Optimization exercise on an open flow, not production practice. RTL: at most simulated, not proved equivalent. Power: default activity.

--- flow/run.sh ---
#!/bin/bash
# The standard layout (standard.sh) with these changes: buf_1 cells as the port buffers (buf_4
# for inputs with many loads, flow/port_buffers.tcl), an area-oriented ABC mapping script
# (flow/abc_area.script) for synthesis, and repair_timing aiming for a setup slack margin of
# 25.8 ns.
set -euo pipefail
export BUFFER_PORTS_ARGS="-buffer_cell sky130_fd_sc_hd__buf_1"
export POST_GLOBAL_PLACE_TCL="$PWD/flow/port_buffers.tcl"
cp -r "$FLOW_HOME/scripts" scripts_custom
cp flow/abc_area.script scripts_custom/abc_area.script
bash standard.sh SCRIPTS_DIR="$PWD/scripts_custom" SETUP_SLACK_MARGIN=25.8 finish > standard.log 2>&1
--- flow/abc_area.script ---
strash
&get -n
&fraig -x
&put
scorr
dc2
strash
&get -n
&dch -f
&nf -R 1000
&put
topo
stime -c
upsize -c -D 4000
dnsize -c -D 4000
--- flow/port_buffers.tcl ---
# After global placement: an input port buffer that drives many pins (the lanes' sign bits)
# is upsized from buf_1 to buf_4.
foreach inst [get_cells input*] {
  set out [get_pins -of_objects $inst -filter "direction == output"]
  set net [get_nets -of_objects $out]
  set loads [get_pins -of_objects $net -filter "direction == input"]
  if {[llength $loads] > 6} {
    replace_cell $inst sky130_fd_sc_hd__buf_4
  }
}
--- standard.sh ---
#!/bin/bash
# synth_recipe.tcl (not shown) runs the flow's synth.tcl, then flattens the netlist and writes it again
# the make line also repeats each setting of config.mk as NAME=value (left out here)
make -C /OpenROAD-flow-scripts/flow DESIGN_CONFIG=/design/flow/config.mk WORK_HOME=/design/flow/orfs CLKGATE_MAP_FILE= SYNTH_SCRIPT=/design/flow/synth_recipe.tcl "${@:-finish}"
--- config.mk ---
export PLATFORM = sky130hd
export DESIGN_NAME = fft_peak_detector
export DESIGN_NICKNAME = fft_peak_detector
export VERILOG_FILES = /design/flow/design.v
export SDC_FILE = /design/flow/constraint.sdc
export NUM_CORES = 4
export LEC_CHECK = 0
export ABC_AREA = 1
export CAP_MARGIN = 20
export CORE_MARGIN = 2
export CORE_UTILIZATION = 60
export CTS_CLUSTER_DIAMETER = 80
export CTS_CLUSTER_SIZE = 30
export SLEW_MARGIN = 20
--- constraint.sdc ---
create_clock -name core_clock -period 34.0 [get_ports {clk}]
set_input_delay 6.8000 -clock core_clock [delete_from_list [all_inputs] [get_ports {clk}]]
set_output_delay 6.8000 -clock core_clock [all_outputs]
set_load 0.01 [all_outputs]
--- design.v ---
module fft_peak_detector (
  input  logic                clk,
  input  logic                rstn,
  input  logic                valid_in,
  input  logic [16*13-1:0]    din_re,
  input  logic [16*13-1:0]    din_im,
  output logic                peak_valid_o,
  output logic [8:0]          peak_idx_o,
  output logic [13:0]         peak_mag_o,
  output logic [15:0]         frame_cnt_o
);
  function automatic logic gt14(input logic [13:0] a, input logic [13:0] b);
    logic g;
    g = 1'b0;
    for (int i = 0; i < 14; i++) g = (a[i] & ~b[i]) | (a[i] & g) | (~b[i] & g);
    gt14 = g;
  endfunction
  logic        x_valid;
  logic [3:0]  x_s [16][4];
  logic [15:0] x_si;
  function automatic logic [3:0] add3(input logic [2:0] a, input logic [2:0] b, input logic ci);
    logic [3:0] c;
    logic [2:0] s;
    c[0] = ci;
    for (int i = 0; i < 3; i++) begin
      s[i]   = a[i] ^ b[i] ^ c[i];
      c[i+1] = (a[i] & b[i]) | (a[i] & c[i]) | (b[i] & c[i]);
    end
    add3 = {c[3], s};
  endfunction
  always_ff @(posedge clk) begin
    for (int l = 0; l < 16; l++) begin
      logic [12:0] re, im;
      logic [11:0] a, b;
      re = din_re[13*l +: 13];
      im = din_im[13*l +: 13];
      a = re[11:0] ^ {12{re[12]}};
      b = im[11:0] ^ {12{im[12]}};
      for (int k = 0; k < 4; k++) x_s[l][k] <= add3(a[3*k +: 3], b[3*k +: 3], k == 0 ? re[12] : 1'b0);
      x_si[l] <= im[12];
    end
  end
  function automatic logic [13:0] finish(input logic [3:0] s0, input logic [3:0] s1,
                                         input logic [3:0] s2, input logic [3:0] s3,
                                         input logic si);
    logic [13:0] v;
    logic [13:0] w;
    logic [14:0] c;
    logic [13:0] m;
    v = {1'b0, s3[3], s3[2:0], s2[2:0], s1[2:0], s0[2:0]};
    w = {1'b0, 3'd0, s2[3], 2'd0, s1[3], 2'd0, s0[3], 3'd0};
    c[0] = si;
    for (int i = 0; i < 14; i++) begin
      m[i]   = v[i] ^ w[i] ^ c[i];
      c[i+1] = (v[i] & w[i]) | (v[i] & c[i]) | (w[i] & c[i]);
    end
    finish = m;
  endfunction
  logic [13:0] m1 [16];
  logic [13:0] m2 [8];
  logic [0:0]  i2 [8];
  logic [13:0] m3 [4];
  logic [1:0]  i3 [4];
  always_comb begin
    for (int l = 0; l < 16; l++) m1[l] = finish(x_s[l][0], x_s[l][1], x_s[l][2], x_s[l][3], x_si[l]);
    for (int l = 0; l < 8; l++) begin
      i2[l] = gt14(m1[2*l+1], m1[2*l]);
      m2[l] = i2[l] ? m1[2*l+1] : m1[2*l];
    end
    for (int l = 0; l < 4; l++) begin
      if (gt14(m2[2*l+1], m2[2*l])) begin
        m3[l] = m2[2*l+1]; i3[l] = {1'b1, i2[2*l+1]};
      end else begin
        m3[l] = m2[2*l];   i3[l] = {1'b0, i2[2*l]};
      end
    end
  end
  logic        y_valid;
  logic [13:0] y_mag [4];
  logic [1:0]  y_lane [4];
  always_ff @(posedge clk) begin
    for (int q = 0; q < 4; q++) begin
      y_mag[q]  <= m3[q];
      y_lane[q] <= i3[q];
    end
  end
  logic [4:0]  beat;         
  logic        done;
  logic [13:0] run_mag;
  logic [8:0]  run_idx;
  logic        peak_valid;
  logic [8:0]  peak_idx;
  logic [13:0] peak_mag;
  logic [15:0] frame_cnt;
  always_ff @(posedge clk or negedge rstn) begin
    if (!rstn) begin
      x_valid <= 1'b0;
      y_valid <= 1'b0;
      beat    <= '0;
      done    <= 1'b0;
    end else begin
      x_valid <= valid_in;
      y_valid <= x_valid;
      if (y_valid) beat <= beat + 5'd1;
      done <= y_valid && (beat == 5'd31);
    end
  end
  logic [13:0] m4 [2];
  logic [2:0]  i4 [2];
  logic [13:0] best_mag;
  logic [3:0]  best_lane;
  always_comb begin
    for (int h = 0; h < 2; h++) begin
      if (gt14(y_mag[2*h+1], y_mag[2*h])) begin
        m4[h] = y_mag[2*h+1]; i4[h] = {1'b1, y_lane[2*h+1]};
      end else begin
        m4[h] = y_mag[2*h];   i4[h] = {1'b0, y_lane[2*h]};
      end
    end
    if (gt14(m4[1], m4[0])) begin
      best_mag = m4[1]; best_lane = {1'b1, i4[1]};
    end else begin
      best_mag = m4[0]; best_lane = {1'b0, i4[0]};
    end
  end
  always_ff @(posedge clk) begin
    if (y_valid && (beat == 5'd0 || gt14(best_mag, run_mag))) begin
      run_mag <= best_mag;
      run_idx <= {beat, best_lane};
    end
  end
  always_ff @(posedge clk or negedge rstn) begin
    if (!rstn) begin
      peak_valid <= 1'b0;
      peak_idx   <= '0;
      peak_mag   <= '0;
      frame_cnt  <= '0;
    end else begin
      peak_valid <= done;
      if (done) begin
        peak_idx  <= run_idx;
        peak_mag  <= run_mag;
        frame_cnt <= frame_cnt + 16'd1;
      end
    end
  end
  assign peak_valid_o = peak_valid;
  assign peak_idx_o   = peak_idx;
  assign peak_mag_o   = peak_mag;
  assign frame_cnt_o  = frame_cnt;
endmodule
==> flow_summary_export.csv, run 1 <==
group,metric,value,unit
sta,fin_skew,0.0183,ns
logic_synthesis,netlist_area,23900,sq um
critical_path,worst-setup-path-type,"flip-flop to output port",
power_and_ir_drop,power.internal,0.00149,W
finish,seq_area,8620,sq um
logic_synthesis,seq_area_frac_synth,0.361,
global_route,grt_pass1_vias,16700,
die,die_y,203,microns
cts,cts_buffers,19,
place,port_buffers,458,
min_path,min_from,"x_valid",
sta,finalCritPeriodShare,0.233,
finish,fillers,3055,
die,start_util,0.605,
power_and_ir_drop,clkPwrFrac,0.102,
critical_path,worst-path-buf-inv,1,
logic_synthesis,synth_top_family_by_area,"adder cells",
finish,area_growth,14.7,%
critical_path,critPathMaxFanout,5,
global_route,grt_usage,0.240,
logic_synthesis,synth_edf_count,23,
logic_synthesis,syn_nets,2942,
routing,ant_nets,0,
critical_path,critPathLaunch,"frame_cnt[4]",
global_route,grt_remaining_overflow,0,
finish,multi_input_area,14700,sq um
logic_synthesis,synth_mux_area_frac,0.0453,
sta,rsz0062_at_grt,"no",
cts,path_clk_slew,0.11,ns
die,pin_count,459,
routing,wl_per_cell,16.0,microns
cts,cts_tree,"yes",
power_and_ir_drop,p_per_area,98.6,nW/um^2
logic_synthesis,ys_ff_latch,407,
critical_path,path_cells,"buf_1",
power_and_ir_drop,peakVddDrop,0.0677,mV
power_and_ir_drop,combPwrFrac,0.617,
critical_path,slowest_stage,"dfrtp_1",
power_and_ir_drop,seq_power_share,0.281,
critical_path,cpPeakStageDelay,0.43,ns
routing,vias_per_cell,5.22,
routing,dr.pass1.iters,5,
cts,root_buffer,"clkbuf_16",
power_and_ir_drop,switching_power,0.00121,W
global_route,grt_start_max_net_pins,49,
logic_synthesis,ys_warn_count,11,
place,place_hpwl,41400,microns
logic_synthesis,synth_simple_gate_area_share,0.0409,
routing,vias,16600,
critical_path,cp_data_required_time,27.20,ns
power_and_ir_drop,swShare,0.450,
routing,drc,0,
routing,wl,50800,microns
cts,cts.sinks,407,
die,die_area,41400,sq um
finish,drive_above_1_share,0.0528,
critical_path,worstPathArrival,1.13,ns
finish,final_cell_area,27400,sq um
cts,clockBufferDepth,3,
flow_run,cap_viol_max_count,0,
critical_path,reg2reg_from,"x_si[0]",
sta,setup-tns-final,0,ns
die,coreArea,39500,sq um
logic_synthesis,syn_avg_cell_area,11.2,sq um
sta,slew_violations,0,
sta,worst_pin_slew,0.975,ns
logic_synthesis,synth.distinct_cells,53,
logic_synthesis,synth_fa_ha_area_frac,0.282,
logic_synthesis,synth_xor_area_frac,0.145,
critical_path,endpoint_kind,"output port",
power_and_ir_drop,leakagePower,11.8,nW
place,placedInstanceArea,26500,sq um
global_route,grt_antenna_before_repair,5,
sta,fin_crit,7.93,ns
sta,max_slew_margin,0.344,
logic_synthesis,async_reset_ff_frac,0.118,
logic_synthesis,synth_cells,2135,
global_route,grt_pass1_wl,80700,microns
die,rows,73,
die,dieWidth,203,microns
critical_path,critPathTopFamily,"flip-flops",
critical_path,start_kind,"flip-flop",
power_and_ir_drop,finalPower,0.00270,W
finish,final_nets,3447,
min_path,worst_hold_path_type,"flip-flop to flip-flop",
cts,htree_levels,1,
status,status,"timing/DRC/antenna clean",
sta,fmax,0.126,GHz
routing,drt-initial-drc-count,693,
logic_synthesis,synth_compound_area_frac,0.0957,
logic_synthesis,synth_top_flop_cell,"dfxtp_1",
sta,finalHoldViolations,0,
cts,hold_buffers,0,
sta,setup_viol,0,
cts,clk_latency,0.54,ns
-- layout by cell type, fill, tap and decap left out, types with 5 or more instances in the layout --
master and count:
o2bb2ai_1 11, buf_1 425, a21oi_1 107, clkinv_1 188
o21ai_1 14, fa_1 175, edfxtp_1 23, nand2_1 107
nand2b_1 6, a21oi_2 5, clkbuf_16 20, xor2_1 389
ha_1 209, dfrtp_1 48, buf_4 47, dfxtp_1 336
and3_1 10, o22ai_1 50, a221oi_1 21, a2bb2oi_1 5
a22oi_1 14, maj3_1 31, mux2_1 40, a31oi_1 6
xnor2_1 6, o221ai_1 7, o21ai_0 82, maj3_2 22
nor2_1 106, mux2i_1 59
-- stage by stage --
stage	hold slack, ns	worst slack [ns]	std cells	utilization
after global routing	0.407	25.78	3175	0.694
after global placement	0.365	25.11	3127	0.667
after detailed placement	0.347	25.52	3127	0.670
after floorplan	0.331	25.82	2135	-
final	0.400	26.07	3176	0.694
after CTS	0.395	25.83	3159	0.687
-- per-layer routing --
layer,vias to the layer above,track usage,part of all wire
met3,49,0.0294,0.042
met5,-,0,0.00097
met2,366,0.410,0.48
met1,7888,0.334,0.46
met4,8,0.0399,0.014
li1,8265,-,-
-- state kept, by name (all words and copies together) (netlist names) --
signal and flops:
x_si 16, y_valid 1, done 1, y_mag 56, x_valid 1, beat 5, run_mag 14, peak_idx 9
peak_valid 1, run_idx 9, frame_cnt 16, y_lane 8, x_s 256, peak_mag 14
-- worst register-to-register path: cells and delay by family (launching register included) --
kind	cells	cell delay, ns
AO/OA/AOI/OAI	13	1.96
buffers and inverters	2	0.25
AND/OR/NAND/NOR	3	0.24
multiplexers	2	0.46
adder cells (fa/ha/maj)	15	4.50
flip-flops	1	0.32
-- synth_stat cells, types with 2 or more instances --
master     instances  area [sq um]
xor2_1           389          3410
dfxtp_1          336          6730
ha_1             212          2650
clkinv_1         189           709
fa_1             176          3520
a21oi_1          110           551
nand2_1          107           402
nor2_1           106           398
o21ai_0           86           430
mux2i_1           63           631
o22ai_1           50           313
dfrtp_1           48          1200
mux2_1            40           450
maj3_1            33           330
edfxtp_1          23           691
a221oi_1          22           193
maj3_2            20           225
a22oi_1           14           105
o2bb2ai_1         12           105
and3_1            10          62.6
o21ai_1           10          50.1
o221ai_1           7          61.3
a2bb2oi_1          6          52.6
a31oi_1            6          37.5
nand2b_1           6          37.5
xnor2_1            6          52.6
o21a_1             4          30.0
o32ai_1            4          35.0
a222oi_1           3          30.0
nor3_1             3          15.0
o221a_1            3          33.8
a211oi_1           2          15.0
a21oi_2            2          17.5
a221oi_2           2          30.0
inv_2              2          7.51
nand3_1            2          10.0
nand4_1            2          12.5
o211ai_1           2          15.0
o32ai_4            2          55.1
or2_0              2          12.5
-- logic make-up (layout without fill, tap and decap cells) --
family / after synthesis / in the layout
xor gates and xnor gates: 395 / 395
muxes: 103 / 103
other: 0 / 1
adders and majority gates: 441 / 441
DFF: 407 / 407
AOI/OAI and AO/OA: 355 / 361
and+or+nand+nor: 242 / 242
buffers and inverters: 192 / 701
-- what timing repair did --
item / in CTS / in global routing
cloned: 1 / 7
pin swaps: 1 / 9
setup endpoints to repair: 35 / 56
setup buffers: 0 / 9
gates resized for setup: 1 / 31
hold endpoints to repair: 0 / 0
-- final cells by class --
class / count / area share
tap: 525 / 0.0240
timing repair buffer: 478 / 0.0740
clock buffer: 23 / 0.0187
sequential: 407 / 0.315
inverter: 192 / 0.0263
clock inverter: 8 / 0.00402
antenna: 1 / 0.0000914
multi-input combinational: 1542 / 0.538
-- path summary, 6_finish.rpt --
path / to / slack, ns / depth (start not counted)
min reg2reg: y_valid / 0.40 / 0
min: y_valid / 0.40 / 0
max in group asynchronous: peak_idx[2] / 27.23 / 2
min in group asynchronous: frame_cnt[15] / 6.34 / 2
max reg2reg: y_mag[0][0] / 26.17 / 35
max: frame_cnt_o[4] / 26.07 / 1
-- power groups by stage --
stage | combinational [W] | sequential, W | clock (W)
2_1_floorplan | 0.00115 | 0.000744 | 0
3_3_place_gp | 0.00150 | 0.000766 | 0
3_5_place_dp | 0.00154 | 0.000768 | 0
4_1_cts | 0.00155 | 0.000759 | 0.000287
5_1_grt | 0.00187 | 0.000774 | 0.000301
6_report | 0.00167 | 0.000758 | 0.000277
==> inputs of run 2 (changes only) <==
--- a/flow/run.sh
+++ b/flow/run.sh
@@ -4,3 +4,3 @@
 # (flow/abc_area.script) for synthesis, and repair_timing aiming for a setup slack margin of
-# 25.8 ns.
+# 26.0 ns.
 set -euo pipefail
@@ -10,2 +10,2 @@
 cp flow/abc_area.script scripts_custom/abc_area.script
-bash standard.sh SCRIPTS_DIR="$PWD/scripts_custom" SETUP_SLACK_MARGIN=25.8 finish > standard.log 2>&1
+bash standard.sh SCRIPTS_DIR="$PWD/scripts_custom" SETUP_SLACK_MARGIN=26.0 finish > standard.log 2>&1
--- a/config.mk
+++ b/config.mk
@@ -10,3 +10,3 @@
 export CORE_MARGIN = 2
-export CORE_UTILIZATION = 60
+export CORE_UTILIZATION = 40
 export CTS_CLUSTER_DIAMETER = 80
==> run 2 against run 1 <==
Against the previous run: hold slack lost 0.018 ns; sequential power is essentially flat; synthesized area is the same; via count grew 1.7%; design area grew 4.0%; critical path type unchanged; largest cell class unchanged.
==> flow_summary_export.csv, run 2 <==
group,metric,value,unit
logic_synthesis,post-synth-top-area-cell,"dfxtp_1",
critical_path,critPathMaxFanout,4,
cts,clockBufferDepth,3,
cts,cts.sinks,407,
cts,path_clk_slew,0.10,ns
logic_synthesis,ys_ff_latch,407,
routing,vias,16900,
finish,largest_register_ffs,256,
global_route,grt_pass1_wl,85300,microns
logic_synthesis,yosysMostFrequentCell,"xor2_1",
finish,fillers,5404,
critical_path,path_cells,"buf_1",
flow_run,cap_viol_max_count,0,
logic_synthesis,netlist_area,23900,sq um
logic_synthesis,synth_simple_gate_area_share,0.0409,
sta,finalHoldViolations,0,
logic_synthesis,synth_compound_area_frac,0.0957,
routing,wl_per_cell,16.1,microns
routing,dr.pass1.iters,5,
min_path,min_from,"x_valid",
logic_synthesis,synth_top_flop_cell,"dfxtp_1",
logic_synthesis,syn_nets,2942,
critical_path,critPathLaunch,"frame_cnt[0]",
finish,area_growth,19.3,%
cts,hold_buffers,0,
sta,setup_slack,26.06,ns
critical_path,worstPathArrival,1.14,ns
logic_synthesis,synth.distinct_cells,53,
sta,rsz0062_at_grt,"no",
logic_synthesis,synth_top_area_share,0.282,
cts,clk_latency,0.57,ns
critical_path,r2r_slack,26.35,ns
finish,final_nets,3469,
finish,final_cell_area,28500,sq um
logic_synthesis,seq_area_frac_synth,0.361,
status,status,"timing/DRC/antenna clean",
cts,htree_levels,1,
sta,setup_viol,0,
cts,root_buffer,"clkbuf_16",
critical_path,start_kind,"flip-flop",
die,dieWidth,248,microns
power_and_ir_drop,p_per_area,99.3,nW/um^2
global_route,grt_pass1_vias,16800,
die,die_area,61700,sq um
logic_synthesis,synth_top_family_by_area,"adder cells",
finish,layout_commonest_cell,"buf_1",
power_and_ir_drop,finalPower,0.00283,W
critical_path,cp_data_required_time,27.20,ns
critical_path,cpPeakStageDelay,0.45,ns
routing,drt-initial-drc-count,764,
global_route,grt_remaining_overflow,0,
die,pin_count,459,
sta,setup-tns-final,0,ns
finish,top_regs,"x_s (256), y_mag (56)",
critical_path,reg2reg_from,"x_si[7]",
global_route,grt_start_max_net_pins,49,
place,place_ws,25.61,ns
place,port_buffers,458,
logic_synthesis,syn_avg_cell_area,11.2,sq um
finish,top_register,"x_s",
power_and_ir_drop,peakVddDrop,0.0561,mV
global_route,grt_usage,0.173,
logic_synthesis,synth_xor_area_frac,0.145,
logic_synthesis,synth_edf_count,23,
finish,drive_above_1_share,0.125,
routing,drc,0,
logic_synthesis,synth_fa_ha_area_frac,0.282,
logic_synthesis,synth_area_leaders,"dfxtp_1, fa_1, xor2_1, ha_1, dfrtp_1",
global_route,grt_antenna_before_repair,1,
die,start_util,0.404,
place,place_hpwl,45400,microns
sta,slew_violations,0,
critical_path,endpoint_kind,"output port",
critical_path,slowest_stage,"dfrtp_2",
critical_path,worst-path-buf-inv,1,
sta,max_slew_margin,0.363,
cts,cts_buffers,23,
sta,fmax,0.126,GHz
routing,vias_per_cell,4.88,
routing,wl,55500,microns
routing,ant_nets,0,
critical_path,critPathTopFamily,"flip-flops",
cts,cts_tree,"yes",
finish,mostFrequentLayoutCells,"buf_1, xor2_1, dfxtp_1, clkinv_1, ha_1",
logic_synthesis,synth_commonest_cells,"xor2_1, dfxtp_1, ha_1",
logic_synthesis,synth_mux_area_frac,0.0453,
power_and_ir_drop,leakagePower,12.0,nW
sta,fin_crit,7.94,ns
logic_synthesis,synth_cells,2135,
die,die_y,248,microns
die,coreArea,59000,sq um
min_path,worst_hold_path_type,"flip-flop to flip-flop",
logic_synthesis,ys_warn_count,11,
place,placedInstanceArea,27100,sq um
critical_path,worst-setup-path-type,"flip-flop to output port",
sta,worst_pin_slew,0.950,ns
sta,finalCritPeriodShare,0.233,
sta,fin_skew,0.0233,ns
die,rows,89,
logic_synthesis,async_reset_ff_frac,0.118,
-- run 2: worst paths after layout --
check	end	cells past startpoint
hold reg to reg	y_valid	0
max in group asynchronous	frame_cnt[0]	2
setup reg to reg	y_mag[1][8]	34
setup / recovery	frame_cnt_o[0]	1
hold / removal	y_valid	0
min in group asynchronous	frame_cnt[10]	2
-- run 2: cell families (layout without fill, tap and decap cells) --
| family | Yosys count | after routing |
|---|---|---|
| compound gates | 355 | 363 |
| fa+ha+maj | 441 | 441 |
| simple gates | 242 | 242 |
| buf+inv | 192 | 727 |
| xor+xnor | 395 | 395 |
| mux | 103 | 103 |
| flops | 407 | 407 |
| other cells | 0 | 1 |
-- run 2: per-stage QoR --
| step | std cells | hold WS [ns] | utilization |
|---|---|---|---|
| floorplan | 2135 | 0.331 | - |
| global placement | 3372 | 0.343 | 0.457 |
| detailed placement | 3372 | 0.347 | 0.459 |
| CTS | 3422 | 0.396 | 0.475 |
| global route | 3452 | 0.402 | 0.482 |
| finish | 3452 | 0.382 | 0.482 |
-- run 2: report_power, final --
part | switching [W] | internal (W)
clock network | 0.000184 | 0.000146
registers | 0.0000825 | 0.000676
logic | 0.00103 | 0.000708
-- run 2: repair_timing --
item                                    in CTS  in global routing
resized for setup                           17                 60
pin swaps                                    1                 13
cloned                                       1                 10
endpoints found under the setup margin      48                101
setup buffers                                8                 19
-- run 2: routing by layer --
layer  routed length, microns  GRT usage
met1                    25000      0.236
met4                     1040     0.0368
met5                        0          0
met2                    26600      0.294
met3                     2960     0.0214
-- run 2: cell type report --
class	instances	area (sq um)	area share
Multi-Input combinational cell	1544	15200	0.533
Sequential cell	407	8620	0.303
Timing Repair Buffer	494	2140	0.0751
Tap cell	773	967	0.0340
Inverter	192	721	0.0253
Clock buffer	23	576	0.0202
Clock inverter	18	260	0.00914
Antenna cell	1	2.50	0.0000879
==> inputs of run 3 (changes only) <==
--- a/config.mk
+++ b/config.mk
@@ -10,3 +10,3 @@
 export CORE_MARGIN = 2
-export CORE_UTILIZATION = 40
+export CORE_UTILIZATION = 60
 export CTS_CLUSTER_DIAMETER = 80
@@ -14 +14,2 @@
 export SLEW_MARGIN = 20
+export TNS_END_PERCENT = 5
==> run 3 against run 2 <==
Against the previous run: design area down 3.4%; count of clock-buffer cells in the layout shrank 1; synthesized cell count stayed put; first-iteration DRC count rose by 4.5%; utilization increased by 21 points; register-to-register slack got worse by 0.23 ns; non-clock buffer count is 18 lower; clock skew is 0.0047 ns lower; sequential power about the same; critical path depth is the same; synthesized area unchanged; total power fell by 3.9%; critical path type unchanged.
==> flow_summary_export.csv, run 3 <==
group,metric,value,unit
status,status,"timing/DRC/antenna clean",
die,pin_count,459,
finish,fillers,3044,
die,die_area,41400,sq um
critical_path,slowest_stage,"dfrtp_1",
finish,top_regs,"x_s (256), y_mag (56)",
global_route,grt_remaining_overflow,0,
logic_synthesis,async_reset_ff_frac,0.118,
global_route,grt_usage,0.240,
finish,post-route-util,0.697,
critical_path,start_kind,"flip-flop",
flow_run,cap_viol_max_count,0,
routing,wl,50600,microns
power_and_ir_drop,seq_power_share,0.278,
routing,ant_nets,0,
cts,root_buffer,"clkbuf_16",
cts,path_clk_slew,0.10,ns
logic_synthesis,ys_ff_latch,407,
logic_synthesis,synth_mux_area_frac,0.0453,
die,rows,73,
cts,hold_buffers,0,
critical_path,worst-path-stages,1,
power_and_ir_drop,swShare,0.455,
cts,clk_latency,0.55,ns
global_route,grt_pass1_wl,80100,microns
critical_path,critPathTopFamily,"flip-flops",
logic_synthesis,post-synth-top-area-cell,"dfxtp_1",
finish,mostFrequentLayoutCells,"buf_1, xor2_1, dfxtp_1, ha_1, clkinv_1",
logic_synthesis,synth_edf_count,23,
critical_path,r2r_slack,26.12,ns
sta,slew_violations,0,
critical_path,critPathLaunch,"frame_cnt[13]",
place,dp.cells,3127,
logic_synthesis,synth_cells,2135,
logic_synthesis,synth_fa_ha_area_frac,0.282,
logic_synthesis,syn_avg_cell_area,11.2,sq um
logic_synthesis,seq_area_frac_synth,0.361,
global_route,grt_pass1_vias,16500,
sta,finalCritPeriodShare,0.234,
global_route,grt_start_max_net_pins,49,
power_and_ir_drop,clkPwrFrac,0.107,
sta,setup-tns-final,0,ns
critical_path,reg2reg_to,"y_mag[0][5]",
logic_synthesis,syn_nets,2942,
power_and_ir_drop,p_per_area,98.8,nW/um^2
critical_path,reg2reg_depth,35,
sta,worst_pin_slew,1.06,ns
finish,top_register,"x_s",
logic_synthesis,synth_compound_area_frac,0.0957,
place,place_hpwl,41300,microns
place,place_ws,25.61,ns
critical_path,worstPathArrival,1.15,ns
die,die_y,203,microns
logic_synthesis,synth.distinct_cells,53,
cts,htree_levels,1,
routing,drt-initial-drc-count,798,
sta,setup_slack,26.05,ns
logic_synthesis,synth_top_flop_cell,"dfxtp_1",
logic_synthesis,yosysMostFrequentCell,"xor2_1",
sta,fin_crit,7.95,ns
logic_synthesis,synth_top_area_share,0.282,
logic_synthesis,synth_xor_area_frac,0.145,
logic_synthesis,synth_commonest_cells,"xor2_1, dfxtp_1, ha_1",
logic_synthesis,ys_warn_count,11,
power_and_ir_drop,power.internal,0.00148,W
critical_path,critPathMaxFanout,4,
min_path,worst_hold_path_type,"flip-flop to flip-flop",
critical_path,worst-path-buf-inv,1,
power_and_ir_drop,peakVddDrop,0.0615,mV
sta,fin_skew,0.0187,ns
critical_path,cp_data_required_time,27.20,ns
critical_path,worst-setup-path-type,"flip-flop to output port",
cts,cts.sinks,407,
finish,layout_commonest_cell,"buf_1",
power_and_ir_drop,switching_power,0.00124,W
critical_path,crit_end,"frame_cnt_o[13]",
place,port_buffers,458,
routing,wl_per_cell,15.9,microns
power_and_ir_drop,combPwrFrac,0.615,
die,coreArea,39500,sq um
finish,final_cell_area,27500,sq um
routing,drc,0,
power_and_ir_drop,leakagePower,11.9,nW
logic_synthesis,synth_simple_gate_area_share,0.0409,
cts,cts_tree,"yes",
cts,cts_buffers,20,
logic_synthesis,synth_top_family_by_area,"adder cells",
place,placedInstanceArea,26600,sq um
die,dieWidth,203,microns
finish,largest_register_ffs,256,
routing,vias,16600,
routing,dr.pass1.iters,8,
sta,max_slew_margin,0.284,
sta,fmax,0.126,GHz
cts,clockBufferDepth,3,
finish,area_growth,15.2,%
finish,final_cells,3179,
critical_path,path_cells,"buf_1",
critical_path,reg2reg_from,"x_si[0]",
die,start_util,0.605,
sta,rsz0062_at_grt,"yes",
global_route,grt_antenna_before_repair,4,
finish,drive_above_1_share,0.0649,
sta,finalHoldViolations,0,
critical_path,endpoint_kind,"output port",
logic_synthesis,synth_area_leaders,"dfxtp_1, fa_1, xor2_1, ha_1, dfrtp_1",
critical_path,cpPeakStageDelay,0.44,ns
sta,setup_viol,0,
routing,vias_per_cell,5.24,
finish,final_nets,3447,
logic_synthesis,netlist_area,23900,sq um
## run 3: changes by cell type in the layout (fill, tap and decap cells not counted), sizes merged
| cell | delta |
|---|---|
| clkbuf | -14 |
| inv | -8 |
| o21bai | -1 |
| clkinvlp | +3 |
| clkinv | -1 |
| buf | -5 |
| diode | +1 |
## run 3: worst min-delay path by stage
stage | from | to | slack, ns | cells after the start
after floorplan | x_valid | y_valid | 0.33 | 0
after global placement | x_valid | y_valid | 0.38 | 0
after detailed placement | x_valid | y_valid | 0.36 | 0
after CTS | x_valid | y_valid | 0.41 | 0
after global routing | x_valid | y_valid | 0.41 | 0
final | x_valid | y_valid | 0.41 | 0
## run 3: through the flow
step	total power, W	hold slack, ns
floorplan	0.00189	0.331
global placement	0.00228	0.382
detailed placement	0.00232	0.360
CTS	0.00264	0.406
global route	0.00295	0.410
finish	0.00272	0.407
## run 3: per-layer routing
layer  part of all wire  vias up  track usage  routed length, microns
met2               0.47      423        0.404                   24000
li1                   -     8270            -                       -
met4              0.019        4       0.0493                     939
met3              0.047       67       0.0320                    2370
met1               0.46     7883        0.333                   23300
met5            0.00057        -            0                      29
## run 3: cell families (layout without fill, tap and decap cells)
family                     count (synthesis)  in the layout
adders and majority gates                441            441
AOI/OAI and AO/OA                        355            362
xor gates and xnor gates                 395            395
other                                      0              2
buffers and inverters                    192            702
and+or+nand+nor                          242            242
muxes                                    103            103
DFF                                      407            407
## run 3: cell type report
class | instances | area [sq um] | area share
Clock inverter | 12 | 158 | 0.00573
Clock buffer | 22 | 529 | 0.0192
Inverter | 192 | 721 | 0.0262
Tap cell | 525 | 657 | 0.0239
Multi-Input combinational cell | 1543 | 14800 | 0.539
Timing Repair Buffer | 476 | 1990 | 0.0723
Sequential cell | 407 | 8620 | 0.313
Antenna cell | 2 | 5.00 | 0.000182
## run 3: timing repair
item                                   CTS  global route
endpoints found under the hold margin    0             0
gates cloned                             1             9
pin swaps                                2             6
resized for setup                        5            19
buffers inserted                         2             4
setup endpoints to repair               38            69
## run 3: power groups by stage
stage	Combinational (W)	Sequential, W	Clock (W)
after floorplan	0.00115	0.000744	0
after CTS	0.00158	0.000759	0.000297
final	0.00167	0.000757	0.000290
after global routing	0.00187	0.000773	0.000315
after detailed placement	0.00155	0.000767	0
after global placement	0.00151	0.000766	0
==> inputs of run 4 (changes only) <==
--- a/flow/run.sh
+++ b/flow/run.sh
@@ -4,3 +4,3 @@
 # (flow/abc_area.script) for synthesis, and repair_timing aiming for a setup slack margin of
-# 26.0 ns.
+# 25.9 ns.
 set -euo pipefail
@@ -10,2 +10,2 @@
 cp flow/abc_area.script scripts_custom/abc_area.script
-bash standard.sh SCRIPTS_DIR="$PWD/scripts_custom" SETUP_SLACK_MARGIN=26.0 finish > standard.log 2>&1
+bash standard.sh SCRIPTS_DIR="$PWD/scripts_custom" SETUP_SLACK_MARGIN=25.9 finish > standard.log 2>&1
--- a/config.mk
+++ b/config.mk
@@ -10,3 +10,3 @@
 export CORE_MARGIN = 2
-export CORE_UTILIZATION = 60
+export CORE_UTILIZATION = 72
 export CTS_CLUSTER_DIAMETER = 80
@@ -14,2 +14 @@
 export SLEW_MARGIN = 20
-export TNS_END_PERCENT = 5
==> run 4 against run 3 <==
Against the previous run: register-to-register slack improved by 0.02 ns; die area shrank 16%; count of clock-buffer cells in the layout down 2; maximum frequency is 0.78% lower; clock skew up 0.0029 ns; wire length up 5.4%; total power shrank 0.12%; critical path type unchanged; critical endpoint is now frame_cnt_o[0]; largest power group unchanged.
==> flow_summary_export.csv, run 4 <==
group,metric,value,unit
sta,fin_skew,0.0216,ns
cts,cts_buffers,19,
die,pin_count,459,
finish,largest_register_ffs,256,
cts,path_clk_slew,0.11,ns
routing,vias,17100,
logic_synthesis,async_reset_ff_frac,0.118,
status,status,"timing/DRC/antenna clean",
flow_run,cap_viol_max_count,0,
place,port_buffers,458,
logic_synthesis,seq_area_frac_synth,0.361,
critical_path,reg2reg_depth,35,
finish,drive_above_1_share,0.0641,
die,rows,66,
logic_synthesis,synth_top_flop_cell,"dfxtp_1",
sta,fmax,0.125,GHz
routing,drt-initial-drc-count,968,
critical_path,reg2reg_to,"y_mag[0][11]",
sta,finalHoldViolations,0,
critical_path,slowest_stage,"dfrtp_1",
cts,cts.sinks,407,
critical_path,r2r_slack,26.14,ns
critical_path,worst-setup-path-type,"flip-flop to output port",
logic_synthesis,syn_nets,2942,
logic_synthesis,ys_ff_latch,407,
finish,top_regs,"x_s (256), y_mag (56)",
power_and_ir_drop,p_per_area,99.3,nW/um^2
cts,htree_levels,1,
sta,slew_violations,0,
power_and_ir_drop,peakVddDrop,0.0628,mV
critical_path,cp_data_required_time,27.20,ns
critical_path,endpoint_kind,"output port",
finish,area_growth,14.5,%
cts,root_buffer,"clkbuf_16",
global_route,grt_usage,0.299,
finish,final_cell_area,27300,sq um
critical_path,path_cells,"buf_1",
routing,dr.pass1.iters,5,
finish,final_cells,3098,
sta,finalCritPeriodShare,0.236,
routing,drc,0,
cts,hold_buffers,0,
global_route,busiest_layer,"met2",
critical_path,worst-path-stages,1,
routing,wl_per_cell,17.2,microns
place,place_hpwl,42600,microns
global_route,use_met1,0.379,
sta,worst_pin_slew,0.952,ns
global_route,grt_pass1_wl,81800,microns
logic_synthesis,yosysMostFrequentCell,"xor2_1",
die,coreArea,32600,sq um
finish,top_register,"x_s",
logic_synthesis,synth_commonest_cells,"xor2_1, dfxtp_1, ha_1",
critical_path,reg2reg_from,"x_si[0]",
sta,setup-tns-final,0,ns
critical_path,critPathMaxFanout,4,
logic_synthesis,synth_area_leaders,"dfxtp_1, fa_1, xor2_1, ha_1, dfrtp_1",
finish,mostFrequentLayoutCells,"buf_1, xor2_1, dfxtp_1, ha_1, clkinv_1",
global_route,met2_usage,0.541,
critical_path,worst-path-buf-inv,1,
cts,clockBufferDepth,3,
die,die_y,186,microns
logic_synthesis,synth_top_area_share,0.282,
min_path,min_from,"x_valid",
logic_synthesis,syn_avg_cell_area,11.2,sq um
sta,fin_crit,8.01,ns
finish,final_nets,3449,
global_route,grt_pass1_vias,17200,
global_route,grt_remaining_overflow,0,
cts,cts_tree,"yes",
logic_synthesis,synth_cells,2135,
logic_synthesis,post-synth-top-area-cell,"dfxtp_1",
critical_path,crit_end,"frame_cnt_o[0]",
logic_synthesis,ys_warn_count,11,
place,place_ws,25.61,ns
logic_synthesis,synth.distinct_cells,53,
logic_synthesis,synth_edf_count,23,
sta,rsz0062_at_grt,"yes",
finish,layout_commonest_cell,"buf_1",
cts,clk_latency,0.54,ns
die,dieWidth,186,microns
sta,setup_viol,0,
critical_path,critPathTopFamily,"flip-flops",
routing,wl,53300,microns
die,die_area,34600,sq um
critical_path,worstPathArrival,1.21,ns
critical_path,cpPeakStageDelay,0.42,ns
place,dp.cells,3043,
global_route,grt_antenna_before_repair,6,
critical_path,start_kind,"flip-flop",
critical_path,critPathLaunch,"frame_cnt[0]",
sta,max_slew_margin,0.362,
logic_synthesis,netlist_area,23900,sq um
min_path,worst_hold_path_type,"flip-flop to flip-flop",
routing,ant_nets,0,
routing,vias_per_cell,5.53,
global_route,grt_start_max_net_pins,49,
sta,setup_slack,25.99,ns
global_route,met3_usage,0.0401,
die,start_util,0.732,
place,placedInstanceArea,26400,sq um
finish,post-route-util,0.838,
power_and_ir_drop,leakagePower,11.8,nW
## run 4: cell counts after synthesis
Identical to the previous run, type by type.
## run 4: how the worst min path moves through the flow
stage	end	slack [ns]	cells after the start
after detailed placement	y_valid	0.39	0
after global placement	y_valid	0.38	0
after global routing	y_valid	0.45	0
after floorplan	y_valid	0.33	0
final	y_valid	0.43	0
after CTS	y_valid	0.44	0
## run 4: timing repair
item | CTS | global route
endpoints found under the setup margin | 37 | 66
resized for setup | 1 | 24
gates cloned | 1 | 8
setup buffers | 0 | 11
endpoints found under the hold margin | 0 | 0
pin swaps | 1 | 10
## run 4: area by class of cell
class | instances | area (sq um)
antenna | 4 | 10.0
tap | 442 | 553
clock buffer | 20 | 479
fill | 1889 | 5300
sequential | 407 | 8620
clock inverter | 11 | 96.3
timing repair buffer | 479 | 2020
inverter | 192 | 721
multi-input combinational | 1543 | 14800
## run 4: metrics by stage
step | total power (W) | hold slack (ns)
finish | 0.00271 | 0.427
global route | 0.00293 | 0.446
CTS | 0.00259 | 0.437
detailed placement | 0.00231 | 0.393
global placement | 0.00225 | 0.381
floorplan | 0.00189 | 0.331
## run 4: layer usage
metal / part of all wire / up-vias / routed length, microns
met4: 0.025 / 4 / 1330
met3: 0.058 / 94 / 3090
met5: 0.00049 / - / 26
met2: 0.50 / 573 / 26800
met1: 0.41 / 8169 / 22100
li1: - / 8286 / -
## run 4: cell families after synthesis
group | synth area share
AOI/OAI and AO/OA | 0.0957
and+or+nand+nor | 0.0409
muxes | 0.0453
buffers and inverters | 0.0302
xor gates and xnor gates | 0.145
DFF | 0.361
adders and majority gates | 0.282
## run 4: where the power goes
part / switching, W / total, W / internal (W)
Combinational: 0.00101 / 0.00169 / 0.000684
Clock: 0.000157 / 0.000265 / 0.000108
Sequential: 0.0000825 / 0.000759 / 0.000676
Total: 0.00125 / 0.00271 / 0.00147
## run 4: worst register-to-register path: cells and delay by family, from the launching register on
kind	cells	cell delay (ns)
buf+inv	2	0.30
fa+ha+maj	16	4.76
compound gates	12	1.68
flops	1	0.32
simple gates	4	0.33
mux	1	0.31
==> inputs of run 5 (changes only) <==
--- a/design.v
+++ b/design.v
@@ -30,2 +30,12 @@
   endfunction
+  function automatic logic [2:0] add2(input logic [1:0] a, input logic [1:0] b, input logic ci);
+    logic [2:0] c;
+    logic [1:0] s;
+    c[0] = ci;
+    for (int i = 0; i < 2; i++) begin
+      s[i]   = a[i] ^ b[i] ^ c[i];
+      c[i+1] = (a[i] & b[i]) | (a[i] & c[i]) | (b[i] & c[i]);
+    end
+    add2 = {c[2], s};
+  endfunction
   always_ff @(posedge clk) begin
@@ -38,3 +48,4 @@
       b = im[11:0] ^ {12{im[12]}};
-      for (int k = 0; k < 4; k++) x_s[l][k] <= add3(a[3*k +: 3], b[3*k +: 3], k == 0 ? re[12] : 1'b0);
+      x_s[l][0] <= {add2(a[2:1], b[2:1], re[0] ? b[0] : re[12]), re[0] ^ b[0]};
+      for (int k = 1; k < 4; k++) x_s[l][k] <= add3(a[3*k +: 3], b[3*k +: 3], 1'b0);
       x_si[l] <= im[12];
@@ -78,9 +89,13 @@
   logic        y_valid;
+  logic [13:0] y_magx [4];
+  logic [1:0]  y_lane [4];
   logic [13:0] y_mag [4];
-  logic [1:0]  y_lane [4];
   always_ff @(posedge clk) begin
     for (int q = 0; q < 4; q++) begin
-      y_mag[q]  <= m3[q];
+      y_magx[q] <= (q % 2 == 1) ? ~m3[q] : m3[q];
       y_lane[q] <= i3[q];
     end
+  end
+  always_comb begin
+    for (int q = 0; q < 4; q++) y_mag[q] = (q % 2 == 1) ? ~y_magx[q] : y_magx[q];
   end
--- a/flow/run.sh
+++ b/flow/run.sh
@@ -4,3 +4,3 @@
 # (flow/abc_area.script) for synthesis, and repair_timing aiming for a setup slack margin of
-# 25.9 ns.
+# 26.0 ns.
 set -euo pipefail
@@ -10,2 +10,2 @@
 cp flow/abc_area.script scripts_custom/abc_area.script
-bash standard.sh SCRIPTS_DIR="$PWD/scripts_custom" SETUP_SLACK_MARGIN=25.9 finish > standard.log 2>&1
+bash standard.sh SCRIPTS_DIR="$PWD/scripts_custom" SETUP_SLACK_MARGIN=26.0 finish > standard.log 2>&1
--- a/config.mk
+++ b/config.mk
@@ -10,3 +10,3 @@
 export CORE_MARGIN = 2
-export CORE_UTILIZATION = 72
+export CORE_UTILIZATION = 60
 export CTS_CLUSTER_DIAMETER = 80
==> run 5 against run 4 <==
Against the previous run: die area is 18% higher; cell count is 2.5% higher; critical endpoint is now peak_mag_o[4]; critical path depth stayed put; global-route usage is 5.4 points lower; clock skew is 0.0024 ns lower; total power is 0.30% higher; hold slack worse by 0.048 ns; count of clock-buffer cells in the layout is 4 higher; critical path type unchanged; first-iteration DRC count is 19% lower; combinational power hardly changed; maximum frequency is 0.83% higher; wire length is 4.2% lower.
==> flow_summary_export.csv, run 5 <==
group,metric,value,unit
sta,worst_pin_slew,0.712,ns
finish,area_growth,17.1,%
place,place_ws,25.70,ns
die,die_area,41000,sq um
cts,clockBufferDepth,3,
cts,hold_buffers,0,
die,dieWidth,202,microns
status,status,"timing/DRC/antenna clean",
place,port_buffers,458,
logic_synthesis,yosysMostFrequentCell,"xor2_1",
critical_path,worst-path-buf-inv,1,
logic_synthesis,synth_edf_count,23,
die,coreArea,38700,sq um
critical_path,r2r_slack,26.20,ns
routing,drt-initial-drc-count,788,
routing,wl,51100,microns
sta,max_slew_margin,0.520,
cts,root_buffer,"clkbuf_16",
finish,diodes,0,
sta,setup_slack,26.06,ns
critical_path,path_cells,"buf_1",
die,start_util,0.610,
global_route,grt_remaining_overflow,0,
die,die_y,202,microns
routing,drc,0,
power_and_ir_drop,finalPower,0.00272,W
critical_path,worstPathArrival,1.14,ns
sta,fin_crit,7.94,ns
routing,dr.pass1.iters,5,
logic_synthesis,synth_cells,2129,
power_and_ir_drop,leakagePower,11.6,nW
logic_synthesis,ys_ff_latch,407,
routing,ant_nets,0,
sta,finalHoldViolations,0,
power_and_ir_drop,p_per_area,98.4,nW/um^2
critical_path,endpoint_kind,"output port",
logic_synthesis,synth_top_area_share,0.285,
finish,top_regs,"x_s (256), y_magx (56)",
logic_synthesis,ys_warn_count,12,
logic_synthesis,synth_top_flop_cell,"dfxtp_1",
cts,cts_buffers,19,
routing,vias,16500,
global_route,grt_usage,0.245,
finish,largest_register_ffs,256,
min_path,min_from,"x_valid",
critical_path,cp_data_required_time,27.20,ns
finish,final_nets,3454,
cts,cts.sinks,407,
critical_path,slowest_stage,"dfrtp_1",
logic_synthesis,syn_nets,2936,
cts,htree_levels,1,
place,place_hpwl,41400,microns
logic_synthesis,async_reset_ff_frac,0.118,
finish,mostFrequentLayoutCells,"buf_1, xor2_1, dfxtp_1, ha_1, clkinv_1",
global_route,grt_start_max_net_pins,49,
critical_path,worst-setup-path-type,"flip-flop to output port",
logic_synthesis,synth.distinct_cells,46,
critical_path,start_kind,"flip-flop",
logic_synthesis,seq_area_frac_synth,0.365,
die,pin_count,459,
logic_synthesis,netlist_area,23600,sq um
logic_synthesis,post-synth-top-area-cell,"dfxtp_1",
logic_synthesis,synth_area_leaders,"dfxtp_1, fa_1, xor2_1, ha_1, dfrtp_1",
sta,rsz0062_at_grt,"no",
die,rows,72,
critical_path,cpPeakStageDelay,0.36,ns
cts,path_clk_slew,0.11,ns
critical_path,reg2reg_from,"x_si[3]",
finish,drive_above_1_share,0.101,
sta,fmax,0.126,GHz
flow_run,cap_viol_max_count,0,
logic_synthesis,synth_commonest_cells,"xor2_1, dfxtp_1, ha_1",
power_and_ir_drop,peakVddDrop,0.0651,mV
sta,setup-tns-final,0,ns
critical_path,critPathLaunch,"peak_mag[4]",
finish,fillers,2965,
global_route,grt_antenna_before_repair,0,
global_route,grt_pass1_vias,16800,
cts,clk_latency,0.54,ns
routing,wl_per_cell,16.1,microns
finish,top_register,"x_s",
cts,cts_tree,"yes",
critical_path,critPathMaxFanout,2,
sta,fin_skew,0.0192,ns
min_path,worst_hold_path_type,"flip-flop to flip-flop",
critical_path,critPathTopFamily,"flip-flops",
sta,finalCritPeriodShare,0.234,
sta,slew_violations,0,
routing,vias_per_cell,5.21,
global_route,grt_pass1_wl,81400,microns
finish,layout_commonest_cell,"buf_1",
sta,setup_viol,0,
logic_synthesis,syn_avg_cell_area,11.1,sq um
==> run 5: cell count changes after synthesis, sizes merged, moves of 9 or more <==
cell | previous run | this run
mux2 | 40 | 28
nand2 | 107 | 98
xor2 | 389 | 358
mux2i | 63 | 29
clkinv | 189 | 153
xnor2 | 6 | 43
maj3 | 53 | 72
a21oi | 112 | 155
nor2 | 106 | 137
==> run 5: final timing paths <==
kind / to / cells past startpoint
max in group asynchronous: frame_cnt[12] / 2
worst min-delay path: y_valid / 0
worst max register to register: y_magx[0][10] / 33
worst max-delay path: peak_mag_o[4] / 1
min in group asynchronous: peak_valid / 2
worst min register to register: y_valid / 0
==> run 5: where the power goes <==
| part | internal [W] | leakage [nW] | switching, W |
|---|---|---|---|
| logic | 0.000684 | 7.57 | 0.000986 |
| registers | 0.000678 | 3.70 | 0.0000895 |
| clock network | 0.000129 | 0.316 | 0.000156 |
| total | 0.00149 | 11.6 | 0.00123 |
==> run 5: final cells by class <==
cell class	instances	area, sq um	area share
Clock buffer	24	515	0.0186
Multi-Input combinational cell	1579	15100	0.545
Tap cell	518	648	0.0234
Timing Repair Buffer	487	2110	0.0762
Sequential cell	407	8620	0.312
Inverter	153	574	0.0208
Clock inverter	8	128	0.00461
==> run 5: what timing repair did <==
action	4_1_cts	5_1_grt
cloned	1	10
resized for setup	5	32
endpoints found under the setup margin	36	88
setup buffers	0	17
pin swaps	1	14
==> run 5: per-layer routing <==
layer / GRT usage / part of all wire
met5: 0 / 0
met4: 0.0699 / 0.028
met3: 0.0340 / 0.046
met2: 0.430 / 0.50
met1: 0.318 / 0.43
==> run 5: logic make-up after synthesis <==
| family | count (synthesis) | synth area share |
|---|---|---|
| adder cells (fa/ha/maj) | 460 | 0.293 |
| flip-flops | 407 | 0.365 |
| XOR/XNOR | 401 | 0.149 |
| AO/OA/AOI/OAI | 386 | 0.0985 |
| AND/OR/NAND/NOR | 265 | 0.0450 |
| buffers and inverters | 153 | 0.0243 |
| multiplexers | 57 | 0.0256 |
==> run 5: through the flow <==
| stage | hold slack [ns] | cell area, sq um | cells | utilization |
|---|---|---|---|---|
| 3_3_place_gp | 0.342 | 26400 | 3116 | 0.683 |
| 6_report | 0.378 | 27700 | 3176 | 0.714 |
| 5_1_grt | 0.398 | 27700 | 3176 | 0.714 |
| 2_1_floorplan | 0.331 | 24000 | 2129 | - |
| 3_5_place_dp | 0.346 | 26600 | 3116 | 0.686 |
| 4_1_cts | 0.380 | 27200 | 3149 | 0.703 |
==> inputs of run 6 (changes only) <==
--- a/flow/run.sh
+++ b/flow/run.sh
@@ -4,3 +4,3 @@
 # (flow/abc_area.script) for synthesis, and repair_timing aiming for a setup slack margin of
-# 26.0 ns.
+# 25.8 ns.
 set -euo pipefail
@@ -10,2 +10,2 @@
 cp flow/abc_area.script scripts_custom/abc_area.script
-bash standard.sh SCRIPTS_DIR="$PWD/scripts_custom" SETUP_SLACK_MARGIN=26.0 finish > standard.log 2>&1
+bash standard.sh SCRIPTS_DIR="$PWD/scripts_custom" SETUP_SLACK_MARGIN=25.8 finish > standard.log 2>&1
==> run 6 against run 5 <==
Against the previous run: still clean; setup slack worse by 0.0063 ns; maximum frequency barely moved; synthesized cell count stayed put; clock skew up 0.0027 ns; wire length fell by 2.3%; design area down 2.1%; utilization down 1.5 points; first-iteration DRC count is 7.6% higher; hold slack improved by 0.0043 ns; sequential share of layout area up 0.68 points; sequential power down 0.7%; critical endpoint unchanged; largest power group unchanged.
==> flow_summary_export.csv, run 6 <==
group,metric,value,unit
status,status,"timing/DRC/antenna clean",
place,dp.cells,3117,
routing,drt-initial-drc-count,848,
power_and_ir_drop,clkPwrFrac,0.107,
logic_synthesis,post-synth-top-area-cell,"dfxtp_1",
die,start_util,0.610,
power_and_ir_drop,combPwrFrac,0.604,
finish,mostFrequentLayoutCells,"buf_1, xor2_1, dfxtp_1, ha_1, fa_1",
cts,cts.sinks,407,
die,die_area,41000,sq um
cts,path_clk_slew,0.11,ns
sta,whs,0.383,ns
sta,max_slew_margin,0.522,
min_path,worst_hold_path_type,"flip-flop to flip-flop",
power_and_ir_drop,switching_power,0.00118,W
finish,layout_commonest_cell,"buf_1",
power_and_ir_drop,leakagePower,11.5,nW
logic_synthesis,syn_nets,2936,
finish,final_nets,3441,
sta,setup_viol,0,
cts,cts_buffers,19,
logic_synthesis,synth.distinct_cells,46,
finish,final_cell_area,27100,sq um
routing,wl,49900,microns
finish,top_register,"x_s",
global_route,grt_remaining_overflow,0,
logic_synthesis,synth_top_area_share,0.285,
critical_path,worstPathArrival,1.15,ns
die,dieWidth,202,microns
cts,cts_tree,"yes",
critical_path,path_cells,"buf_1",
critical_path,worst-path-buf-inv,1,
finish,area_growth,14.5,%
logic_synthesis,ys_warn_count,12,
sta,fmax,0.126,GHz
finish,top_regs,"x_s (256), y_magx (56)",
cts,clk_latency,0.54,ns
die,pin_count,459,
critical_path,start_kind,"flip-flop",
finish,drive_above_1_share,0.0507,
die,coreArea,38700,sq um
logic_synthesis,ys_ff_latch,407,
critical_path,cpPeakStageDelay,0.36,ns
routing,ant_nets,0,
global_route,grt_antenna_before_repair,0,
die,die_y,202,microns
global_route,grt_usage,0.242,
power_and_ir_drop,power.internal,0.00145,W
routing,vias,16500,
power_and_ir_drop,peakVddDrop,0.0805,mV
routing,wl_per_cell,15.8,microns
global_route,grt_pass1_wl,80900,microns
sta,fin_crit,7.95,ns
sta,finalHoldViolations,0,
logic_synthesis,synth_area_leaders,"dfxtp_1, fa_1, xor2_1, ha_1, dfrtp_1",
cts,clockBufferDepth,3,
critical_path,slowest_stage,"dfrtp_1",
cts,root_buffer,"clkbuf_16",
cts,htree_levels,1,
critical_path,worst-setup-path-type,"flip-flop to output port",
logic_synthesis,synth_cells,2129,
critical_path,critPathMaxFanout,2,
power_and_ir_drop,p_per_area,97.3,nW/um^2
finish,largest_register_ffs,256,
sta,setup-tns-final,0,ns
logic_synthesis,yosysMostFrequentCell,"xor2_1",
flow_run,cap_viol_max_count,0,
critical_path,endpoint_kind,"output port",
logic_synthesis,syn_avg_cell_area,11.1,sq um
logic_synthesis,synth_edf_count,23,
logic_synthesis,netlist_area,23600,sq um
global_route,grt_start_max_net_pins,49,
cts,hold_buffers,0,
logic_synthesis,seq_area_frac_synth,0.365,
sta,rsz0062_at_grt,"yes",
critical_path,cp_data_required_time,27.20,ns
sta,slew_violations,0,
die,rows,72,
sta,worst_pin_slew,0.709,ns
finish,diodes,0,
finish,final_cells,3161,
logic_synthesis,synth_top_flop_cell,"dfxtp_1",
sta,finalCritPeriodShare,0.234,
routing,drc,0,
place,placedInstanceArea,26200,sq um
sta,fin_skew,0.0219,ns
place,place_hpwl,41000,microns
logic_synthesis,synth_commonest_cells,"xor2_1, dfxtp_1, ha_1",
routing,dr.pass1.iters,5,
power_and_ir_drop,swShare,0.449,
global_route,grt_pass1_vias,17100,
routing,vias_per_cell,5.21,
power_and_ir_drop,seq_power_share,0.289,
logic_synthesis,async_reset_ff_frac,0.118,
place,port_buffers,458,
critical_path,critPathTopFamily,"flip-flops",
==> run 6: logic make-up after synthesis <==
logic type,synth area share
AOI/OAI and AO/OA,0.0985
xor gates and xnor gates,0.149
adders and majority gates,0.293
buffers and inverters,0.0243
DFF,0.365
muxes,0.0256
and+or+nand+nor,0.0450
==> run 6: final timing paths <==
| kind | start | endpoint | slack [ns] | cells past startpoint |
|---|---|---|---|---|
| hold reg to reg | x_valid | y_valid | 0.38 | 0 |
| max in group asynchronous | rstn | peak_mag[5] | 27.19 | 2 |
| setup reg to reg | x_si[15] | y_magx[3][2] | 26.22 | 34 |
| setup / recovery | peak_mag[4] | peak_mag_o[4] | 26.05 | 1 |
| min in group asynchronous | rstn | peak_idx[6] | 6.36 | 2 |
| hold / removal | x_valid | y_valid | 0.38 | 0 |
==> run 6: layout make-up <==
type / instances / area (sq um)
Multi-Input combinational cell: 1576 / 14600
Tap cell: 518 / 648
Clock inverter: 8 / 136
Inverter: 153 / 574
Sequential cell: 407 / 8620
Fill cell: 3052 / 11700
Timing Repair Buffer: 477 / 2010
Clock buffer: 22 / 497
==> run 6: metal layers <==
metal	track usage	routed length, microns	vias to the layer above
li1	-	-	8227
met1	0.312	21600	7819
met2	0.434	24900	372
met3	0.0276	2100	66
met4	0.0641	1330	0
met5	0	0	-
==> run 6: through the flow <==
step / total power (W) / util / setup slack [ns]
final: 0.00264 / 0.699 / 26.05
after detailed placement: 0.00227 / 0.677 / 25.63
after global placement: 0.00223 / 0.674 / 25.22
after floorplan: 0.00186 / - / 25.94
after global routing: 0.00289 / 0.699 / 25.75
after CTS: 0.00256 / 0.693 / 25.91
==> run 6: timing repair <==
| action | CTS | global route |
|---|---|---|
| setup endpoints to repair | 0 | 67 |
| buffers inserted | 0 | 7 |
| gates resized for setup | 0 | 14 |
==> run 6: power groups by stage <==
stage,logic [W],registers (W),clock network (W)
final,0.00159,0.000763,0.000281
after global routing,0.00181,0.000780,0.000305
after CTS,0.00151,0.000766,0.000289
after detailed placement,0.00150,0.000776,0
after global placement,0.00146,0.000774,0
after floorplan,0.00111,0.000751,0
==> inputs of run 7 (changes only) <==
--- a/flow/run.sh
+++ b/flow/run.sh
@@ -4,3 +4,3 @@
 # (flow/abc_area.script) for synthesis, and repair_timing aiming for a setup slack margin of
-# 25.8 ns.
+# 25.7 ns.
 set -euo pipefail
@@ -10,2 +10,2 @@
 cp flow/abc_area.script scripts_custom/abc_area.script
-bash standard.sh SCRIPTS_DIR="$PWD/scripts_custom" SETUP_SLACK_MARGIN=25.8 finish > standard.log 2>&1
+bash standard.sh SCRIPTS_DIR="$PWD/scripts_custom" SETUP_SLACK_MARGIN=25.7 finish > standard.log 2>&1
--- a/config.mk
+++ b/config.mk
@@ -10,5 +10,6 @@
 export CORE_MARGIN = 2
-export CORE_UTILIZATION = 60
+export CORE_UTILIZATION = 65
 export CTS_CLUSTER_DIAMETER = 80
 export CTS_CLUSTER_SIZE = 30
+export GPL_ROUTABILITY_DRIVEN = 0
 export SLEW_MARGIN = 20
==> run 7 against run 6 <==
Against the previous run: design area shrank 0.66%; first-iteration DRC count shrank 25%; wire length shrank 3.5%.
==> flow_summary_export.csv, run 7 <==
group,metric,value,unit
finish,mostFrequentLayoutCells,"buf_1, xor2_1, dfxtp_1, ha_1, fa_1",
finish,seq_area,8620,sq um
logic_synthesis,async_reset_ff_frac,0.118,
finish,final_nets,3435,
cts,clk_latency,0.53,ns
logic_synthesis,ys_warn_count,12,
routing,vias_per_cell,5.32,
sta,fin_crit,7.94,ns
finish,largest_register_ffs,256,
sta,finalCritPeriodShare,0.234,
power_and_ir_drop,peakVddDrop,0.0622,mV
routing,dr.pass1.iters,5,
logic_synthesis,synth_top_flop_cell,"dfxtp_1",
global_route,grt_start_max_net_pins,49,
die,die_area,37900,sq um
sta,worst_pin_slew,0.710,ns
sta,rsz0062_at_grt,"no",
critical_path,cpPeakStageDelay,0.44,ns
critical_path,worstPathArrival,1.14,ns
sta,setup-tns-final,0,ns
finish,layout_commonest_cell,"buf_1",
sta,fmax,0.126,GHz
global_route,grt_antenna_before_repair,0,
critical_path,slowest_stage,"dfrtp_1",
critical_path,endpoint_kind,"output port",
power_and_ir_drop,p_per_area,96.5,nW/um^2
logic_synthesis,syn_nets,2936,
routing,drc,0,
logic_synthesis,syn_avg_cell_area,11.1,sq um
routing,vias,16500,
critical_path,worst-setup-path-type,"flip-flop to output port",
logic_synthesis,synth_commonest_cells,"xor2_1, dfxtp_1, ha_1",
routing,wl_per_cell,15.5,microns
cts,cts_tree,"yes",
flow_run,cap_viol_max_count,0,
global_route,grt_remaining_overflow,0,
logic_synthesis,synth.distinct_cells,46,
cts,cts.sinks,407,
min_path,worst_hold_path_type,"flip-flop to flip-flop",
finish,top_regs,"x_s (256), y_magx (56)",
die,pin_count,459,
routing,wl,48200,microns
critical_path,start_kind,"flip-flop",
power_and_ir_drop,finalPower,0.00259,W
sta,finalHoldViolations,0,
die,coreArea,35700,sq um
cts,root_buffer,"clkbuf_16",
critical_path,critPathTopFamily,"flip-flops",
global_route,grt_usage,0.254,
critical_path,cp_data_required_time,27.20,ns
cts,cts_buffers,19,
place,port_buffers,458,
place,place_hpwl,40000,microns
sta,max_slew_margin,0.521,
logic_synthesis,post-synth-top-area-cell,"dfxtp_1",
die,rows,69,
sta,slew_violations,0,
critical_path,path_cells,"buf_1",
finish,top_register,"x_s",
logic_synthesis,seq_area_frac_synth,0.365,
finish,area_growth,13.8,%
logic_synthesis,synth_edf_count,23,
finish,diodes,0,
cts,htree_levels,1,
logic_synthesis,synth_area_leaders,"dfxtp_1, fa_1, xor2_1, ha_1, dfrtp_1",
logic_synthesis,synth_cells,2129,
cts,path_clk_slew,0.11,ns
routing,drt-initial-drc-count,637,
die,dieWidth,195,microns
logic_synthesis,yosysMostFrequentCell,"xor2_1",
sta,fin_skew,0.0181,ns
finish,fillers,2553,
routing,ant_nets,0,
sta,setup_viol,0,
logic_synthesis,ys_ff_latch,407,
die,die_y,195,microns
logic_synthesis,synth_top_area_share,0.285,
power_and_ir_drop,leakagePower,11.5,nW
status,status,"timing/DRC/antenna clean",
global_route,grt_pass1_vias,16700,
die,start_util,0.663,
critical_path,worst-path-buf-inv,1,
critical_path,critPathMaxFanout,4,
critical_path,r2r_slack,26.07,ns
global_route,grt_pass1_wl,78400,microns
cts,clockBufferDepth,3,
finish,multi_input_area,14500,sq um
logic_synthesis,netlist_area,23600,sq um
finish,drive_above_1_share,0.0485,
[run 7: cell count changes in the layout (fill, tap and decap cells not counted), moves of 2 or more]
cell | before | now
o21ai_4 | 0 | 2
bufinv_16 | 2 | 0
buf_12 | 2 | 0
clkinv_1 | 153 | 155
maj3_2 | 29 | 27
clkbuf_1 | 2 | 4
[run 7: worst paths after layout]
check | from | end | depth (start not counted)
worst max-delay path | frame_cnt[0] | frame_cnt_o[0] | 1
worst min-delay path | x_valid | y_valid | 0
worst max register to register | x_si[15] | y_lane[3][0] | 33
worst min register to register | x_valid | y_valid | 0
max in group asynchronous | rstn | peak_mag[8] | 2
min in group asynchronous | rstn | peak_valid | 2
[run 7: layer usage]
| layer | global-route usage | part of all wire | up-vias |
|---|---|---|---|
| met1 | 0.316 | 0.41 | 7729 |
| met5 | 0 | 0 | - |
| li1 | - | - | 8220 |
| met3 | 0.0271 | 0.045 | 110 |
| met4 | 0.0926 | 0.039 | 0 |
| met2 | 0.457 | 0.50 | 432 |
[run 7: kinds of logic (layout without fill, tap and decap cells)]
group	Yosys count	count (layout)	share of synthesized area
AO/OA/AOI/OAI	386	388	0.0985
XOR/XNOR	401	401	0.149
adder cells (fa/ha/maj)	460	461	0.293
buffers and inverters	153	661	0.0243
flip-flops	407	407	0.365
multiplexers	57	57	0.0256
AND/OR/NAND/NOR	265	265	0.0450
[run 7: per-stage QoR]
step / area (sq um) / hold slack (ns) / util / std cells / setup slack, ns
2_1_floorplan: 23600 / 0.331 / - / 2129 / 25.94
3_3_place_gp: 26000 / 0.340 / 0.730 / 3059 / 25.26
3_5_place_dp: 26100 / 0.336 / 0.733 / 3059 / 25.61
4_1_cts: 26700 / 0.384 / 0.750 / 3092 / 25.73
5_1_grt: 26900 / 0.402 / 0.754 / 3101 / 25.71
6_report: 26900 / 0.374 / 0.754 / 3101 / 26.06
[run 7: timing repair]
action	in CTS	in global routing
resized for setup	0	14
setup buffers	0	5
setup endpoints to repair	0	58
hold buffers	0	0
[run 7: area by class of cell]
type,instances,area share
Clock buffer,25,0.0193
Clock inverter,8,0.00307
Inverter,153,0.0214
Multi-Input combinational cell,1572,0.541
Sequential cell,407,0.320
Tap cell,461,0.0214
Timing Repair Buffer,475,0.0735
[run 7: power by group]
group | internal, W | switching [W]
registers | 0.000678 | 0.0000840
clock network | 0.000113 | 0.000152
logic | 0.000630 | 0.000937
==> inputs of run 8 (changes only) <==
--- a/config.mk
+++ b/config.mk
@@ -13,3 +13,2 @@
 export CTS_CLUSTER_SIZE = 30
-export GPL_ROUTABILITY_DRIVEN = 0
 export SLEW_MARGIN = 20
==> run 8 against run 7 <==
Against the previous run: still clean on timing, DRC and antenna; cell count fell by 0.23%; maximum frequency is essentially flat; total power fell by 0.20%; highest routed layer unchanged.
==> flow_summary_export.csv, run 8 <==
group,metric,value,unit
logic_synthesis,synth_cells,2129,
logic_synthesis,seq_area_frac_synth,0.365,
place,port_buffers,458,
logic_synthesis,ys_warn_count,12,
logic_synthesis,synth_fa_ha_area_frac,0.293,
power_and_ir_drop,p_per_area,96.4,nW/um^2
logic_synthesis,syn_avg_cell_area,11.1,sq um
cts,htree_levels,1,
finish,mostFrequentLayoutCells,"buf_1, xor2_1, dfxtp_1, ha_1, fa_1",
critical_path,cp_data_required_time,27.20,ns
die,die_y,195,microns
finish,final_cell_area,26900,sq um
power_and_ir_drop,peakVddDrop,0.0630,mV
logic_synthesis,synth_top_area_share,0.285,
die,pin_count,459,
routing,drt-initial-drc-count,653,
finish,area_growth,13.6,%
place,placedInstanceArea,26100,sq um
routing,dr.pass1.iters,5,
finish,largest_register_ffs,256,
routing,wl_per_cell,15.8,microns
die,dieWidth,195,microns
logic_synthesis,syn_nets,2936,
sta,max_slew_margin,0.409,
critical_path,endpoint_kind,"output port",
finish,seq_area,8620,sq um
logic_synthesis,yosysMostFrequentCell,"xor2_1",
global_route,grt_usage,0.258,
sta,fin_skew,0.0253,ns
finish,diodes,0,
sta,setup_viol,0,
global_route,grt_start_max_net_pins,49,
sta,finalHoldViolations,0,
logic_synthesis,synth_simple_gate_area_share,0.0450,
logic_synthesis,synth_commonest_cells,"xor2_1, dfxtp_1, ha_1",
global_route,grt_pass1_vias,16700,
sta,slew_violations,0,
min_path,worst_hold_path_type,"flip-flop to flip-flop",
finish,final_nets,3429,
critical_path,worst-setup-path-type,"flip-flop to output port",
finish,layout_commonest_cell,"buf_1",
place,place_hpwl,40200,microns
logic_synthesis,post-synth-top-area-cell,"dfxtp_1",
finish,top_register,"x_s",
logic_synthesis,synth_edf_count,23,
logic_synthesis,synth_top_flop_cell,"dfxtp_1",
cts,cts_buffers,19,
finish,top_regs,"x_s (256), y_magx (56)",
routing,ant_nets,0,
cts,root_buffer,"clkbuf_16",
logic_synthesis,synth_area_leaders,"dfxtp_1, fa_1, xor2_1, ha_1, dfrtp_1",
cts,clockBufferDepth,3,
cts,cts_tree,"yes",
cts,cts.sinks,407,
die,start_util,0.663,
critical_path,worstPathArrival,1.15,ns
logic_synthesis,netlist_area,23600,sq um
critical_path,start_kind,"flip-flop",
sta,fin_crit,7.95,ns
logic_synthesis,ys_ff_latch,407,
status,status,"timing/DRC/antenna clean",
critical_path,worst-path-buf-inv,1,
sta,finalCritPeriodShare,0.234,
cts,hold_buffers,0,
critical_path,critPathTopFamily,"flip-flops",
global_route,grt_pass1_wl,79800,microns
finish,drive_above_1_share,0.0452,
logic_synthesis,synth_mux_area_frac,0.0256,
routing,wl,48800,microns
sta,fmax,0.126,GHz
global_route,grt_remaining_overflow,0,
[run 8: cell counts after synthesis]
No cell type changed its count.
[run 8: path summary, 6_finish.rpt]
| kind | start | to | slack (ns) | depth (start not counted) |
|---|---|---|---|---|
| max reg2reg | x_si[3] | y_magx[0][5] | 26.14 | 32 |
| min | x_valid | y_valid | 0.37 | 0 |
| max | frame_cnt[0] | frame_cnt_o[0] | 26.05 | 1 |
| min in group asynchronous | rstn | peak_valid | 6.34 | 2 |
| max in group asynchronous | rstn | peak_idx[0] | 27.23 | 2 |
| min reg2reg | x_valid | y_valid | 0.37 | 0 |
[run 8: routing by layer]
layer / wire length (microns) / GRT usage / share of wire
met4: 1560 / 0.0823 / 0.032
met1: 20700 / 0.324 / 0.42
met3: 1790 / 0.0231 / 0.037
met5: 0 / 0 / 0
met2: 24800 / 0.472 / 0.51
[run 8: through the flow]
stage          hold slack [ns]  setup WS, ns  std cells  power [W]   util
2_1_floorplan            0.331         25.94       2129    0.00186      -
3_3_place_gp             0.340         25.27       3058    0.00223  0.729
3_5_place_dp             0.339         25.63       3058    0.00227  0.733
4_1_cts                  0.377         25.94       3090    0.00255  0.750
5_1_grt                  0.399         25.65       3094    0.00283  0.753
6_report                 0.375         26.05       3094    0.00259  0.753
[run 8: layout make-up]
type                            instances  area share
Timing Repair Buffer                  469      0.0721
Clock inverter                          6     0.00289
Multi-Input combinational cell       1572       0.541
Inverter                              153      0.0214
Sequential cell                       407       0.321
Tap cell                              461      0.0215
Clock buffer                           26      0.0202
[run 8: cells by family after synthesis]
family | after synthesis
DFF | 407
adders and majority gates | 460
and+or+nand+nor | 265
muxes | 57
AOI/OAI and AO/OA | 386
buffers and inverters | 153
xor gates and xnor gates | 401
[run 8: timing repair]
| item | 4_1_cts | 5_1_grt |
|---|---|---|
| setup buffers | 0 | 1 |
| pin swaps | 0 | 4 |
| setup endpoints to repair | 1 | 65 |
| resized for setup | 1 | 9 |
| gates cloned | 0 | 3 |
| hold endpoints to repair | 0 | 0 |
[run 8: power breakdown]
part           leakage (nW)  internal [W]  total (W)  switching [W]
clock                 0.302      0.000118   0.000273       0.000155
sequential             3.70      0.000678   0.000763      0.0000852
combinational          7.45      0.000621    0.00155       0.000932
total                  11.5       0.00142    0.00259        0.00117
